What follows belongs to an exercise in optimizing a design on an open flow for small area; a production flow would make more cautious choices. The RTL was checked by simulation tests, not by an equivalence proof against the original design.

Setup of 09-11:
==> flow/design.v <==
module instruction_memory #(
  parameter int          DEPTH    = 64,
  parameter int          ADDR_W   = 32,
  parameter logic [31:0] NOP_WORD = 32'h00000013
) (
  input  logic              clk,
  input  logic              rst,
  input  logic [ADDR_W-1:0] addr,
  output logic [31:0]       instruction,
  output logic              misaligned,
  output logic              out_of_range,
  input  logic              we,
  input  logic [ADDR_W-1:0] waddr,
  input  logic [31:0]       wdata,
  input  logic [3:0]        wstrb
);
  localparam int IDX_W = $clog2(DEPTH);
  function automatic logic boot_bit(input int idx, input int k);
    logic [31:0] w;
    case (idx)
      0:       w = 32'h00500093;
      1:       w = 32'h00300113;
      2:       w = 32'h002081B3;
      default: w = NOP_WORD;
    endcase
    boot_bit = w[k];
  endfunction
  logic [DEPTH*32-1:0] r_mem;
  logic                r_phase;
  logic             w_rd_in_range;
  logic             w_wr_in_range;
  logic [3:0]       w_lane;
  logic [DEPTH-1:0] w_word;
  logic [DEPTH-1:0] w_rsel;
  logic [31:0]      w_d0;
  logic [31:0]      w_d1;
  logic [31:0]      w_c0n;
  logic [31:0]      w_c1n;
  logic [31:0]      w_rd;
  logic             w_rd_phase;
  logic             w_unused;
  assign w_rd_in_range = ~|addr[ADDR_W-1:IDX_W+2];
  assign w_wr_in_range = ~|waddr[ADDR_W-1:IDX_W+2];
  assign w_unused      = &{1'b0, waddr[1:0]};
  assign misaligned   = |addr[1:0];
  assign out_of_range = ~w_rd_in_range;
  always_ff @(posedge clk) r_phase <= ~r_phase & ~rst;
  assign w_lane = ({4{we & w_wr_in_range}} & wstrb) | {4{rst}};
  assign w_d0   = wdata & {32{~rst}};
  assign w_d1   = wdata | {32{rst}};
  assign w_c0n  = ~(w_d0 ^ {32{~r_phase & ~rst}});
  assign w_c1n  = ~(w_d1 ^ {32{~r_phase & ~rst}});
  for (genvar i = 0; i < DEPTH; i++) begin : g_dec
    assign w_word[i] = (waddr[IDX_W+1:2] == IDX_W'(i)) | rst;
    assign w_rsel[i] = (addr[IDX_W+1:2] == IDX_W'(i)) & w_rd_in_range;
  end
  for (genvar i = 0; i < DEPTH; i++) begin : g_word
    for (genvar b = 0; b < 4; b++) begin : g_lane
      logic w_s;
      logic w_ns;
      im_lane u_lane (.w(w_word[i]), .l(w_lane[b]), .s(w_s), .ns(w_ns));
      for (genvar k = 8*b; k < 8*b+8; k++) begin : g_bit
        localparam logic BOOT = boot_bit(i, k);
        logic w_next;
        im_cell u_cell (
          .q(r_mem[32*i+k]), .s(w_s), .ns(w_ns),
          .cn(BOOT ? w_c1n[k] : w_c0n[k]), .d(w_next)
        );
        always_ff @(posedge clk) r_mem[32*i+k] <= w_next;
      end
    end
  end
  for (genvar k = 0; k < 32; k++) begin : g_rd
    logic [DEPTH-1:0] w_col;
    for (genvar i = 0; i < DEPTH; i++) begin : g_c
      assign w_col[i] = r_mem[32*i+k];
    end
    im_rdbit u_rd (.d(w_col), .s(w_rsel), .y(w_rd[k]));
  end
  assign w_rd_phase  = r_phase & w_rd_in_range;
  assign instruction = (w_rd ^ {32{w_rd_phase}}) | (NOP_WORD & {32{~w_rd_in_range}});
endmodule
module im_lane (
  input  logic w,
  input  logic l,
  output logic s,
  output logic ns
);
  logic w_ns;
  im_nand2 u_nand (.a(w), .b(l), .y(w_ns));
  im_inv   u_inv  (.a(w_ns), .y(s));
  assign ns = w_ns;
endmodule
module im_inv (
  input  logic a,
  output logic y
);
  assign y = ~a;
endmodule
module im_nand2 (
  input  logic a,
  input  logic b,
  output logic y
);
  assign y = ~(a & b);
endmodule
module im_nand3 (
  input  logic a,
  input  logic b,
  input  logic c,
  output logic y
);
  assign y = ~(a & b & c);
endmodule
module im_nand4 (
  input  logic a,
  input  logic b,
  input  logic c,
  input  logic d,
  output logic y
);
  assign y = ~(a & b & c & d);
endmodule
module im_nor2 (
  input  logic a,
  input  logic b,
  output logic y
);
  assign y = ~(a | b);
endmodule
module im_nor3 (
  input  logic a,
  input  logic b,
  input  logic c,
  output logic y
);
  assign y = ~(a | b | c);
endmodule
module im_aoi22 (
  input  logic [1:0] d,
  input  logic [1:0] s,
  output logic       y
);
  assign y = ~|(d & s);
endmodule
module im_aoi222 (
  input  logic [2:0] d,
  input  logic [2:0] s,
  output logic       y
);
  assign y = ~|(d & s);
endmodule
module im_cell (
  input  logic q,
  input  logic s,
  input  logic ns,
  input  logic cn,
  output logic d
);
  assign d = ~((q | s) & (cn | ns));
endmodule
module im_rdbit (
  input  logic [63:0] d,
  input  logic [63:0] s,
  output logic        y
);
  logic [21:0] w_l1;
  logic [5:0]  w_l2;
  logic [2:0]  w_l3;
  for (genvar g = 0; g < 21; g++) begin : g_a3
    im_aoi222 u_a (.d(d[3*g +: 3]), .s(s[3*g +: 3]), .y(w_l1[g]));
  end
  im_nand2 u_a21 (.a(d[63]), .b(s[63]), .y(w_l1[21]));
  im_nand4 u_n0 (.a(w_l1[0]),  .b(w_l1[1]),  .c(w_l1[2]),  .d(w_l1[3]),  .y(w_l2[0]));
  im_nand4 u_n1 (.a(w_l1[4]),  .b(w_l1[5]),  .c(w_l1[6]),  .d(w_l1[7]),  .y(w_l2[1]));
  im_nand4 u_n2 (.a(w_l1[8]),  .b(w_l1[9]),  .c(w_l1[10]), .d(w_l1[11]), .y(w_l2[2]));
  im_nand4 u_n3 (.a(w_l1[12]), .b(w_l1[13]), .c(w_l1[14]), .d(w_l1[15]), .y(w_l2[3]));
  im_nand3 u_n4 (.a(w_l1[16]), .b(w_l1[17]), .c(w_l1[18]), .y(w_l2[4]));
  im_nand3 u_n5 (.a(w_l1[19]), .b(w_l1[20]), .c(w_l1[21]), .y(w_l2[5]));
  im_nor2 u_o0 (.a(w_l2[0]), .b(w_l2[1]), .y(w_l3[0]));
  im_nor2 u_o1 (.a(w_l2[2]), .b(w_l2[3]), .y(w_l3[1]));
  im_nor2 u_o2 (.a(w_l2[4]), .b(w_l2[5]), .y(w_l3[2]));
  im_nand3 u_f (.a(w_l3[0]), .b(w_l3[1]), .c(w_l3[2]), .y(y));
endmodule
Settings: LEC_CHECK=0, CAP_MARGIN=20, CORE_MARGIN=2, CORE_UTILIZATION=60, CTS_CLUSTER_DIAMETER=100, CTS_CLUSTER_SIZE=25, SLEW_MARGIN=20, SYNTH_HIERARCHICAL=1, SYNTH_MINIMUM_KEEP_SIZE=0; clock period 10.0 ns.
run.sh (not shown) runs the stock make flow with config.mk's settings and CLKGATE_MAP_FILE= SYNTH_SCRIPT=/design/flow/synth_recipe.tcl, a recipe that flattens the netlist after the stock synthesis.
> inputs changed (09-11 -> 08-26)
# 09-11
export LEC_CHECK = 0
export CAP_MARGIN = 20
export CORE_MARGIN = 2
export CORE_UTILIZATION = 60
export CTS_CLUSTER_DIAMETER = 100
export CTS_CLUSTER_SIZE = 25
export SLEW_MARGIN = 20
export SYNTH_HIERARCHICAL = 1
export SYNTH_MINIMUM_KEEP_SIZE = 0
create_clock -name core_clock -period 10.0 [get_ports {clk}]
# 08-26
export LEC_CHECK = 0
export CAP_MARGIN = 20
export CORE_MARGIN = 2
export CORE_UTILIZATION = 40
export SLEW_MARGIN = 20
export SYNTH_HIERARCHICAL = 1
export SYNTH_MINIMUM_KEEP_SIZE = 0
create_clock -name core_clock -period 10.0 [get_ports {clk}]
==> results.txt <==
08-26 | status: complete | timing, DRC, antenna: pass
Relative to 09-11, clock network contribution to total cell area increased by 5.5 points in 08-26.
Higher global-route usage among 08-26 and 09-11: 09-11
Layout buffering overhead excluding clock cells: 08-26 lower than 09-11
For the worst setup margin, 08-26 came in 0.14 ns higher than 09-11 did.
Between 09-11 and 08-26, the cell count went up.
Looking at worst-case hold slack across both flows, 08-26 is the weaker of the two, with 09-11 ahead.

[afterwards: timing with drivers on the ports]
The flow's constraints put no driver on any port. The routed layouts listed below were extracted and timed again, unchanged, in two steps. Step 1 (the two cells are an assumption about what drives the block):
set clk [get_ports {clk}]
set_driving_cell -lib_cell sky130_fd_sc_hd__clkbuf_16 $clk
set_driving_cell -lib_cell sky130_fd_sc_hd__buf_2 [delete_from_list [all_inputs] $clk]
Step 2, shift: input delay + t, output delay - t, t = (earliest + latest rising clock arrival at the registers) / 2. This alone moves slack from input paths to output paths. Three values: no drivers, after step 1, after step 2; two values: the first two.
run	t, ns	setup WS [ns]	hold WS [ns]	worst setup path after step 2
09-11	0.802	0.938 / 0.902 / 0.902	0.447 / 0.447 / 0.447	input to output
08-26	0.915	1.082 / 1.059 / 1.059	0.443 / 0.443 / 0.443	input to output
After both steps setup and hold are still met in every run listed. The setup slack of 09-11, which loses most, moves by -0.036 ns with the drivers and by -0.036 ns with both steps.
